This is an optimization exercise on Yosys and OpenROAD, whose aim is small area, not a production implementation.
RTL that was checked went through simulation tests only; none was proved equivalent to the original.

== cedar ==
==> module frame_sequencer, before the edit <==
module frame_sequencer
(
    input  logic       clk,
    input  logic       rstn,
    input  logic       head_flag,
    output logic       start,
    output logic       filter_en,
    output logic       update_en,
    output logic       out_load,
    output logic       last_upd
);
    logic [4:0] s;
    assign start     = (s == 5'd0) && head_flag;
    logic       filt_q;
    logic       upd_q;
    assign filter_en = filt_q;
    assign update_en = upd_q;
    always_ff @(posedge clk or negedge rstn)
    begin
        if (!rstn)
        begin
            filt_q <= 1'b0;
            upd_q  <= 1'b0;
        end
        else
        begin
            filt_q <= (s >= 5'd1) && (s <= 5'd8);       
            upd_q  <= (s >= 5'd9) && (s <= 5'd16);      
        end
    end
    assign out_load  = (s == 5'd10);
    assign last_upd  = (s == 5'd17);
    always_ff @(posedge clk or negedge rstn)
    begin
        if (!rstn)
            s <= 5'd0;
        else if (s == 5'd0)
        begin
            if (head_flag)
                s <= 5'd1;
        end
        else if (s == 5'd18)
        begin
            if (!head_flag)
                s <= 5'd0;
        end
        else
            s <= s + 5'd1;
    end
endmodule
==> module ref_delay_line, before the edit <==
module ref_delay_line
(
    input  logic               clk,
    input  logic               rstn,
    input  logic               start,
    input  logic signed [13:0] reff,
    input  logic [2:0]         ptr,
    output logic signed [13:0] x
);
    logic signed [13:0] taps [8];
    logic [3:0]         nf;
    always_ff @(posedge clk)
    begin
        if (start)
        begin
            taps[0] <= reff;
            for (int i = 1; i < 8; i++)
                taps[i] <= taps[i-1];
        end
    end
    always_ff @(posedge clk or negedge rstn)
    begin
        if (!rstn)
            nf <= 4'd0;
        else if (start && !nf[3])
            nf <= nf + 4'd1;
    end
    always_ff @(posedge clk)
        x <= (nf[3] || (ptr < nf[2:0])) ? taps[ptr] : 14'sd0;
endmodule
export LEC_CHECK = 0
export CAP_MARGIN = 20
export CORE_MARGIN = 2
export CORE_UTILIZATION = 65
export SLEW_MARGIN = 20
create_clock -name core_clock -period 12.0 [get_ports {clk}]
standard.sh (not shown) runs the stock make flow with config.mk's settings and CLKGATE_MAP_FILE= SYNTH_SCRIPT=/design/flow/synth_recipe.tcl, a recipe that flattens the netlist after the stock synthesis.
==> flow/flow/run.sh <==
#!/bin/bash
# Layout flow: the standard synthesis and layout, with these changes.
#  1. After the standard synthesis (unchanged), flow/invopt.py chooses signal
#     polarities to save inverters: full-adder cells are self-dual, xor2/xnor2
#     and and/or-type cells have complemented twins, and half adders can be
#     rebuilt from an xor and a 2-input gate. Registers are not touched.
#  2. The layout then runs with the smallest port buffers and a coarser
#     clock tree without dummy loads (flow/layout_args.sh).
# Each step writes its full output to a log file in this folder.
set -euo pipefail
R=orfs/results/sky130hd/anc_top/base
bash standard.sh synth > synth.log 2>&1
cp $R/1_2_yosys.v 1_2_yosys_standard.v
python3 flow/invopt.py 1_2_yosys_standard.v $R/1_2_yosys.v > invopt.log 2>&1
touch $R/1_2_yosys.v
source flow/layout_args.sh
bash standard.sh "${LAYOUT_ARGS[@]}" finish > layout.log 2>&1
Other scripts of this flow, unchanged in this note and not shown: flow/flow/invopt.py, flow/flow/layout_args.sh
cedar went all the way through synthesis, placement and routing and the layout is clean on timing, DRC and antenna.
Changes in maple relative to cedar:
diff --git a/flow/design.v b/flow/design.v
--- a/flow/design.v
+++ b/flow/design.v
@@ -33,21 +33,6 @@
     logic [4:0] s;
     assign start     = (s == 5'd0) && head_flag;
-    logic       filt_q;
-    logic       upd_q;
-    assign filter_en = filt_q;
-    assign update_en = upd_q;
-    always_ff @(posedge clk or negedge rstn)
-    begin
-        if (!rstn)
-        begin
-            filt_q <= 1'b0;
-            upd_q  <= 1'b0;
-        end
-        else
-        begin
-            filt_q <= (s >= 5'd1) && (s <= 5'd8);       
-            upd_q  <= (s >= 5'd9) && (s <= 5'd16);      
-        end
-    end
+    assign filter_en = (s >= 5'd2) && (s <= 5'd9);
+    assign update_en = (s >= 5'd10) && (s <= 5'd17);
     assign out_load  = (s == 5'd10);
     assign last_upd  = (s == 5'd17);
@@ -87,13 +72,22 @@
     output logic signed [13:0] x
 );
-    logic signed [13:0] taps [8];
+    logic signed [13:0] ring [8];
+    logic signed [13:0] xin;
+    logic [2:0]         g;
     logic [3:0]         nf;
+    logic               ins;
+    assign ins = (ptr == ~g);
+    always_ff @(posedge clk)
+    begin
+        ring[0] <= ins ? xin : ring[7];
+        for (int i = 1; i < 8; i++)
+            ring[i] <= ring[i-1];
+    end
     always_ff @(posedge clk)
     begin
         if (start)
         begin
-            taps[0] <= reff;
-            for (int i = 1; i < 8; i++)
-                taps[i] <= taps[i-1];
+            xin <= reff;
+            g   <= g + 3'd1;
         end
     end
@@ -106,5 +100,12 @@
     end
     always_ff @(posedge clk)
-        x <= (nf[3] || (ptr < nf[2:0])) ? taps[ptr] : 14'sd0;
+    begin
+        if (!(nf[3] || (ptr < nf[2:0])))
+            x <= 14'sd0;
+        else if (ptr == 3'd0)
+            x <= xin;
+        else
+            x <= ring[g];
+    end
 endmodule
 module lms_channel
### Flow results
- Lower global-route usage among cedar and maple: cedar
- Against cedar as the reference, maple delivers a higher first-pass GRT wire length.
- Compare cedar and maple | worst-margin pin slew lower: cedar
- Re largest stage delay on the critical path: maple is 0.14 ns down on cedar.
- Looking at worst-path cell with the longest stage delay, the sky130_fd_sc_hd__fa_1 result is from maple; the sky130_fd_sc_hd__and2_1 one comes from cedar.
- maple did not stop at any stage, and its layout met the timing, DRC and antenna checks.
- Diff cedar -> maple | wire length on met3 | decrease of 16%
- Starting density of the core delta (cedar -> maple): insignificant
- The well tap count number comes out higher for cedar vs maple.
- Of cedar and maple, maple shows the higher final clock period utilization by the worst path, with cedar below it.
- In maple the post-layout net count turned out about 2.7% higher than in cedar.
- Delta (maple minus cedar): sequential cell count went up by about 3%, final design area excluding fillers went down by about 2.2%.
For cedar, only the layout was checked, not whether the RTL still works.

RTL: one of the versions met above, not the one the previous note started from.
Size: about 2500 cells after synthesis, roughly 0.026 mm² of cells after synthesis.
==> module frame_sequencer, before the edit <==
module frame_sequencer
(
    input  logic       clk,
    input  logic       rstn,
    input  logic       head_flag,
    output logic       start,
    output logic       filter_en,
    output logic       update_en,
    output logic       out_load,
    output logic       last_upd
);
    logic [4:0] s;
    assign start     = (s == 5'd0) && head_flag;
    assign filter_en = (s >= 5'd2) && (s <= 5'd9);
    assign update_en = (s >= 5'd10) && (s <= 5'd17);
    assign out_load  = (s == 5'd10);
    assign last_upd  = (s == 5'd17);
    always_ff @(posedge clk or negedge rstn)
    begin
        if (!rstn)
            s <= 5'd0;
        else if (s == 5'd0)
        begin
            if (head_flag)
                s <= 5'd1;
        end
        else if (s == 5'd18)
        begin
            if (!head_flag)
                s <= 5'd0;
        end
        else
            s <= s + 5'd1;
    end
endmodule
==> module ref_delay_line, before the edit <==
module ref_delay_line
(
    input  logic               clk,
    input  logic               rstn,
    input  logic               start,
    input  logic signed [13:0] reff,
    input  logic [2:0]         ptr,
    output logic signed [13:0] x
);
    logic signed [13:0] ring [8];
    logic signed [13:0] xin;
    logic [2:0]         g;
    logic [3:0]         nf;
    logic               ins;
    assign ins = (ptr == ~g);
    always_ff @(posedge clk)
    begin
        ring[0] <= ins ? xin : ring[7];
        for (int i = 1; i < 8; i++)
            ring[i] <= ring[i-1];
    end
    always_ff @(posedge clk)
    begin
        if (start)
        begin
            xin <= reff;
            g   <= g + 3'd1;
        end
    end
    always_ff @(posedge clk or negedge rstn)
    begin
        if (!rstn)
            nf <= 4'd0;
        else if (start && !nf[3])
            nf <= nf + 4'd1;
    end
    always_ff @(posedge clk)
    begin
        if (!(nf[3] || (ptr < nf[2:0])))
            x <= 14'sd0;
        else if (ptr == 3'd0)
            x <= xin;
        else
            x <= ring[g];
    end
endmodule
==> module lms_channel, before the edit <==
module lms_channel
(
    input  logic               clk,
    input  logic               start,
    input  logic               filter_en,
    input  logic               update_en,
    input  logic               wv,
    input  logic signed [13:0] primary,
    input  logic [6:0]         neg,
    input  logic [6:0]         one,
    input  logic [6:0]         two,
    output logic signed [13:0] err
);
    logic signed [15:0] w [8];
    logic signed [32:0] acc;
    logic signed [15:0] w_rd;
    logic signed [15:0] m;
    logic signed [32:0] addend;
    logic signed [32:0] t;
    logic signed [20:0] y;
    assign w_rd = wv ? w[0] : 16'sd0;
    assign y = ~acc[32:12];
    always_comb
    begin
        if (y[20:13] != {8{y[13]}})
            err = y[20] ? -14'sd8192 : 14'sd8191;
        else
            err = y[13:0];
    end
    assign m      = filter_en ? w_rd : 16'(err);
    assign addend = update_en ? {2'b00, w_rd, 15'd0} : acc;
    anc_mac mac_i (
        .m   (m),
        .neg (neg),
        .one (one),
        .two (two),
        .add (addend),
        .t   (t)
    );
    always_ff @(posedge clk)
    begin
        if (start)
            acc <= {{7{~primary[13]}}, ~primary, 12'd0};
        else if (filter_en)
            acc <= t;
    end
    always_ff @(posedge clk)
    begin
        w[0] <= w[7];
        w[1] <= update_en ? t[30:15] : w[0];
        for (int i = 2; i < 8; i++)
            w[i] <= w[i-1];
    end
endmodule
==> module anc_top, before the edit <==
module anc_top
(
    input  logic        clk,
    input  logic        rstn,
    input  logic        head_flag,
    input  anc_pkg::sample_t reff,
    input  anc_pkg::sample_t primary_a,
    input  anc_pkg::sample_t primary_b,
    output anc_pkg::sample_t dout,
    output logic        frame_done
);
    logic start, filter_en, update_en, out_load, last_upd;
    logic [2:0] ptr;
    logic signed [13:0] x;
    logic signed [13:0] err_a;
    logic signed [13:0] err_b;
    logic wv;
    logic [6:0] neg, one, two;
    for (genvar j = 0; j < 7; j++)
    begin : booth
        logic b2, b1, b0;
        assign b2     = x[2*j+1];
        assign b1     = x[2*j];
        assign b0     = (j == 0) ? 1'b0 : x[2*j-1];
        assign neg[j] = b2 & ~(b1 & b0);
        assign one[j] = b1 ^ b0;
        assign two[j] = (b2 & ~b1 & ~b0) | (~b2 & b1 & b0);
    end
    frame_sequencer seq_i (
        .clk       (clk),
        .rstn      (rstn),
        .head_flag (head_flag),
        .start     (start),
        .filter_en (filter_en),
        .update_en (update_en),
        .out_load  (out_load),
        .last_upd  (last_upd)
    );
    step_counter step_i (
        .clk (clk),
        .ptr (ptr)
    );
    ref_delay_line ref_i (
        .clk   (clk),
        .rstn  (rstn),
        .start (start),
        .reff  (reff),
        .ptr   (ptr),
        .x     (x)
    );
    always_ff @(posedge clk or negedge rstn)
    begin
        if (!rstn)
            wv <= 1'b0;
        else if (last_upd)
            wv <= 1'b1;
    end
    lms_channel chan_a (
        .clk       (clk),
        .start     (start),
        .filter_en (filter_en),
        .update_en (update_en),
        .wv        (wv),
        .primary   (primary_a),
        .neg       (neg),
        .one       (one),
        .two       (two),
        .err       (err_a)
    );
    lms_channel chan_b (
        .clk       (clk),
        .start     (start),
        .filter_en (filter_en),
        .update_en (update_en),
        .wv        (wv),
        .primary   (primary_b),
        .neg       (neg),
        .one       (one),
        .two       (two),
        .err       (err_b)
    );
    always_ff @(posedge clk or negedge rstn)
    begin
        if (!rstn)
        begin
            dout       <= '0;
            frame_done <= 1'b0;
        end
        else
        begin
            frame_done <= out_load;
            if (out_load)
                dout <= err_a + err_b;
        end
    end
endmodule
clock: 12.0 ns
lec_check: 0
abc_area: 1
cap_margin: 20
core_margin: 2
core_utilization: 65
slew_margin: 20
Scripts as last shown in full above: flow/flow/run.sh
Other scripts of this flow, unchanged in this note and not shown: flow/flow/invopt.py, flow/flow/layout_args.sh
==> next run, changes <==
--- a/flow/design.v
+++ b/flow/design.v
@@ -27,15 +27,28 @@
     output logic       start,
     output logic       filter_en,
     output logic       update_en,
-    output logic       out_load,
-    output logic       last_upd
+    output logic       out_load
 );
     logic [4:0] s;
     assign start     = (s == 5'd0) && head_flag;
-    assign filter_en = (s >= 5'd2) && (s <= 5'd9);
-    assign update_en = (s >= 5'd10) && (s <= 5'd17);
+    logic       filt_q;
+    logic       upd_q;
+    assign filter_en = filt_q;
+    assign update_en = upd_q;
+    always_ff @(posedge clk or negedge rstn)
+    begin
+        if (!rstn)
+        begin
+            filt_q <= 1'b0;
+            upd_q  <= 1'b0;
+        end
+        else
+        begin
+            filt_q <= start || ((s >= 5'd1) && (s <= 5'd7));    
+            upd_q  <= (s >= 5'd9) && (s <= 5'd16);      
+        end
+    end
     assign out_load  = (s == 5'd10);
-    assign last_upd  = (s == 5'd17);
     always_ff @(posedge clk or negedge rstn)
     begin
         if (!rstn)
@@ -69,7 +82,8 @@
     input  logic               start,
     input  logic signed [13:0] reff,
     input  logic [2:0]         ptr,
-    output logic signed [13:0] x
+    output logic signed [13:0] x,
+    output logic               wv
 );
     logic signed [13:0] ring [8];
     logic signed [13:0] xin;
@@ -98,14 +112,15 @@
         else if (start && !nf[3])
             nf <= nf + 4'd1;
     end
-    always_ff @(posedge clk)
+    assign wv = nf[3] | nf[2] | nf[1];
+    always_comb
     begin
         if (!(nf[3] || (ptr < nf[2:0])))
-            x <= 14'sd0;
+            x = 14'sd0;
         else if (ptr == 3'd0)
-            x <= xin;
+            x = xin;
         else
-            x <= ring[g];
+            x = ring[g];
     end
 endmodule
 module lms_channel
@@ -128,7 +143,7 @@
     logic signed [32:0] addend;
     logic signed [32:0] t;
     logic signed [20:0] y;
-    assign w_rd = wv ? w[0] : 16'sd0;
+    assign w_rd = wv ? w[7] : 16'sd0;
     assign y = ~acc[32:12];
     always_comb
     begin
@@ -138,7 +153,7 @@
             err = y[13:0];
     end
     assign m      = filter_en ? w_rd : 16'(err);
-    assign addend = update_en ? {2'b00, w_rd, 15'd0} : acc;
+    assign addend = {acc[32:31], update_en ? w_rd : acc[30:15], update_en ? 15'd0 : acc[14:0]};
     anc_mac mac_i (
         .m   (m),
         .neg (neg),
@@ -156,9 +171,8 @@
     end
     always_ff @(posedge clk)
     begin
-        w[0] <= w[7];
-        w[1] <= update_en ? t[30:15] : w[0];
-        for (int i = 2; i < 8; i++)
+        w[0] <= update_en ? t[30:15] : w[7];
+        for (int i = 1; i < 8; i++)
             w[i] <= w[i-1];
     end
 endmodule
@@ -1354,7 +1368,7 @@
     output anc_pkg::sample_t dout,
     output logic        frame_done
 );
-    logic start, filter_en, update_en, out_load, last_upd;
+    logic start, filter_en, update_en, out_load;
     logic [2:0] ptr;
     logic signed [13:0] x;
     logic signed [13:0] err_a;
@@ -1378,8 +1392,7 @@
         .start     (start),
         .filter_en (filter_en),
         .update_en (update_en),
-        .out_load  (out_load),
-        .last_upd  (last_upd)
+        .out_load  (out_load)
     );
     step_counter step_i (
         .clk (clk),
@@ -1391,15 +1404,9 @@
         .start (start),
         .reff  (reff),
         .ptr   (ptr),
-        .x     (x)
+        .x     (x),
+        .wv    (wv)
     );
-    always_ff @(posedge clk or negedge rstn)
-    begin
-        if (!rstn)
-            wv <= 1'b0;
-        else if (last_upd)
-            wv <= 1'b1;
-    end
     lms_channel chan_a (
         .clk       (clk),
         .start     (start),
After rerunning: Routed wire length rises by 0.39%; global-route usage falls by 0.58 points; count of clock-buffer cells in the layout falls by 2; final cell count rises by 1.6%; maximum frequency falls by 2.8%; cell area rises by 0.63%; utilization rises by 0.12 points; critical path depth rises by 3; setup slack is worse by 0.33 ns.
Function not checked in the second run of this note: the RTL went through the layout flow alone.

Another version of the RTL of anc_top (not shown whole).
Size in the first run: ~60 I/O pins.
==> module step_counter, before the edit <==
module step_counter
(
    input  logic       clk,
    input  logic       rstn,
    output logic [2:0] ptr
);
    always_ff @(posedge clk or negedge rstn)
    begin
        if (!rstn)
            ptr <= 3'd0;
        else
            ptr <= ptr + 3'd1;
    end
endmodule
==> module ref_delay_line, before the edit <==
module ref_delay_line
(
    input  logic               clk,
    input  logic               rstn,
    input  logic               start,
    input  logic signed [13:0] reff,
    input  logic [2:0]         ptr,
    output logic signed [13:0] x
);
    logic signed [13:0] ring [8];
    logic signed [13:0] xin;
    logic [2:0]         g;
    logic [3:0]         nf;
    logic               ins;
    assign ins = (ptr == ~g);
    always_ff @(posedge clk)
    begin
        ring[0] <= ins ? xin : ring[7];
        for (int i = 1; i < 8; i++)
            ring[i] <= ring[i-1];
    end
    always_ff @(posedge clk)
    begin
        if (start)
            xin <= reff;
    end
    always_ff @(posedge clk or negedge rstn)
    begin
        if (!rstn)
            g <= 3'd0;
        else if (start)
            g <= g + 3'd1;
    end
    always_ff @(posedge clk or negedge rstn)
    begin
        if (!rstn)
            nf <= 4'd0;
        else if (start && !nf[3])
            nf <= nf + 4'd1;
    end
    always_ff @(posedge clk)
    begin
        if (!(nf[3] || (ptr < nf[2:0])))
            x <= 14'sd0;
        else if (ptr == 3'd0)
            x <= xin;
        else
            x <= ring[g];
    end
endmodule
==> module anc_top, before the edit <==
module anc_top
(
    input  logic        clk,
    input  logic        rstn,
    input  logic        head_flag,
    input  anc_pkg::sample_t reff,
    input  anc_pkg::sample_t primary_a,
    input  anc_pkg::sample_t primary_b,
    output anc_pkg::sample_t dout,
    output logic        frame_done
);
    logic start, filter_en, update_en, out_load, last_upd;
    logic [2:0] ptr;
    logic signed [13:0] x;
    logic signed [13:0] err_a;
    logic signed [13:0] err_b;
    logic wv;
    logic [6:0] neg, one, two;
    for (genvar j = 0; j < 7; j++)
    begin : booth
        logic b2, b1, b0;
        assign b2     = x[2*j+1];
        assign b1     = x[2*j];
        assign b0     = (j == 0) ? 1'b0 : x[2*j-1];
        assign neg[j] = b2 & ~(b1 & b0);
        assign one[j] = b1 ^ b0;
        assign two[j] = (b2 & ~b1 & ~b0) | (~b2 & b1 & b0);
    end
    frame_sequencer seq_i (
        .clk       (clk),
        .rstn      (rstn),
        .head_flag (head_flag),
        .start     (start),
        .filter_en (filter_en),
        .update_en (update_en),
        .out_load  (out_load),
        .last_upd  (last_upd)
    );
    step_counter step_i (
        .clk  (clk),
        .rstn (rstn),
        .ptr  (ptr)
    );
    ref_delay_line ref_i (
        .clk   (clk),
        .rstn  (rstn),
        .start (start),
        .reff  (reff),
        .ptr   (ptr),
        .x     (x)
    );
    always_ff @(posedge clk or negedge rstn)
    begin
        if (!rstn)
            wv <= 1'b0;
        else if (last_upd)
            wv <= 1'b1;
    end
    lms_channel chan_a (
        .clk       (clk),
        .start     (start),
        .filter_en (filter_en),
        .update_en (update_en),
        .wv        (wv),
        .primary   (primary_a),
        .neg       (neg),
        .one       (one),
        .two       (two),
        .err       (err_a)
    );
    lms_channel chan_b (
        .clk       (clk),
        .start     (start),
        .filter_en (filter_en),
        .update_en (update_en),
        .wv        (wv),
        .primary   (primary_b),
        .neg       (neg),
        .one       (one),
        .two       (two),
        .err       (err_b)
    );
    always_ff @(posedge clk or negedge rstn)
    begin
        if (!rstn)
        begin
            dout       <= '0;
            frame_done <= 1'b0;
        end
        else
        begin
            frame_done <= out_load;
            if (out_load)
                dout <= err_a + err_b;
        end
    end
endmodule
clock: 12.0 ns
lec_check: 0
abc_area: 1
cap_margin: 20
core_margin: 2
core_utilization: 65
slew_margin: 20
Scripts as last shown in full above: flow/flow/run.sh
Other scripts of this flow, unchanged in this note and not shown: flow/flow/invopt.py, flow/flow/layout_args.sh
Rerun with:
--- a/flow/design.v
+++ b/flow/design.v
@@ -26,10 +26,9 @@
     input  logic       head_flag,
     output logic       start,
     output logic       filter_en,
     output logic       update_en,
-    output logic       out_load,
-    output logic       last_upd
+    output logic       out_load
 );
     logic [4:0] s;
     assign start     = (s == 5'd0) && head_flag;
     logic       filt_q;
@@ -49,9 +48,8 @@
             upd_q  <= (s >= 5'd9) && (s <= 5'd16);      
         end
     end
     assign out_load  = (s == 5'd10);
-    assign last_upd  = (s == 5'd17);
     always_ff @(posedge clk or negedge rstn)
     begin
         if (!rstn)
             s <= 5'd0;
@@ -71,27 +69,22 @@
 endmodule
 module step_counter
 (
     input  logic       clk,
-    input  logic       rstn,
     output logic [2:0] ptr
 );
-    always_ff @(posedge clk or negedge rstn)
-    begin
-        if (!rstn)
-            ptr <= 3'd0;
-        else
-            ptr <= ptr + 3'd1;
-    end
+    always_ff @(posedge clk)
+        ptr <= ptr + 3'd1;
 endmodule
 module ref_delay_line
 (
     input  logic               clk,
     input  logic               rstn,
     input  logic               start,
     input  logic signed [13:0] reff,
     input  logic [2:0]         ptr,
-    output logic signed [13:0] x
+    output logic signed [13:0] x,
+    output logic               wv
 );
     logic signed [13:0] ring [8];
     logic signed [13:0] xin;
     logic [2:0]         g;
@@ -106,24 +99,21 @@
     end
     always_ff @(posedge clk)
     begin
         if (start)
+        begin
             xin <= reff;
-    end
-    always_ff @(posedge clk or negedge rstn)
-    begin
-        if (!rstn)
-            g <= 3'd0;
-        else if (start)
-            g <= g + 3'd1;
+            g   <= g + 3'd1;
+        end
     end
     always_ff @(posedge clk or negedge rstn)
     begin
         if (!rstn)
             nf <= 4'd0;
         else if (start && !nf[3])
             nf <= nf + 4'd1;
     end
+    assign wv = nf[3] | nf[2] | nf[1];
     always_ff @(posedge clk)
     begin
         if (!(nf[3] || (ptr < nf[2:0])))
             x <= 14'sd0;
@@ -162,9 +152,9 @@
         else
             err = y[13:0];
     end
     assign m      = filter_en ? w_rd : 16'(err);
-    assign addend = update_en ? {2'b00, w_rd, 15'd0} : acc;
+    assign addend = {acc[32:31], update_en ? w_rd : acc[30:15], update_en ? 15'd0 : acc[14:0]};
     anc_mac mac_i (
         .m   (m),
         .neg (neg),
         .one (one),
@@ -1378,9 +1368,9 @@
     input  anc_pkg::sample_t primary_b,
     output anc_pkg::sample_t dout,
     output logic        frame_done
 );
-    logic start, filter_en, update_en, out_load, last_upd;
+    logic start, filter_en, update_en, out_load;
     logic [2:0] ptr;
     logic signed [13:0] x;
     logic signed [13:0] err_a;
     logic signed [13:0] err_b;
@@ -1402,31 +1392,23 @@
         .head_flag (head_flag),
         .start     (start),
         .filter_en (filter_en),
         .update_en (update_en),
-        .out_load  (out_load),
-        .last_upd  (last_upd)
+        .out_load  (out_load)
     );
     step_counter step_i (
-        .clk  (clk),
-        .rstn (rstn),
-        .ptr  (ptr)
+        .clk (clk),
+        .ptr (ptr)
     );
     ref_delay_line ref_i (
         .clk   (clk),
         .rstn  (rstn),
         .start (start),
         .reff  (reff),
         .ptr   (ptr),
-        .x     (x)
+        .x     (x),
+        .wv    (wv)
     );
-    always_ff @(posedge clk or negedge rstn)
-    begin
-        if (!rstn)
-            wv <= 1'b0;
-        else if (last_upd)
-            wv <= 1'b1;
-    end
     lms_channel chan_a (
         .clk       (clk),
         .start     (start),
         .filter_en (filter_en),
Clock-buffer cell count increases by 2. Die area stays flat. Via count is about the same. Clock skew went down by 0.013 ns. Critical path depth went down by 3. Wire length hardly moves. First-iteration DRC count went down by about a fifth. Cell count goes down slightly. Worst setup slack is better by 0.011 ns. Design area hardly moves. Hold slack gets worse by 0.084 ns.
Only the layout flow was run in the second run of this note; the RTL was not checked for function there.

-- what the ideal ports hide --
No port has a modelled driver above. Below, the same layouts with a new extraction and two added sets of constraints. Step 1 (the two cells are an assumption about what drives the block):
set clk [get_ports {clk}]
set_driving_cell -lib_cell sky130_fd_sc_hd__clkbuf_16 $clk
set_driving_cell -lib_cell sky130_fd_sc_hd__buf_2 [delete_from_list [all_inputs] $clk]
Step 2 also shifts input and output timing later by t, the mid clock arrival at the registers, as if the neighbouring blocks saw the same clock. Slacks: ideal ports / drivers / drivers and shift; pairs: ideal ports / drivers.
run	t, ns	slack for setup (ns)	worst hold slack (ns)
cedar	0.625	0.544 / 0.544 / 0.544	0.303 / 0.303 / 0.303
maple	0.627	0.485 / 0.485 / 0.485	0.301 / 0.301 / 0.301
the first run of note 2	0.609	0.781 / 0.781 / 0.781	0.247 / 0.247 / 0.247
the second run of note 2	0.593	0.453 / 0.453 / 0.453	0.320 / 0.320 / 0.320
the first run of note 3	0.611	0.489 / 0.489 / 0.489	0.305 / 0.305 / 0.305
the second run of note 3	0.625	0.501 / 0.501 / 0.501	0.221 / 0.221 / 0.221
After both steps setup and hold are still met in every run listed.
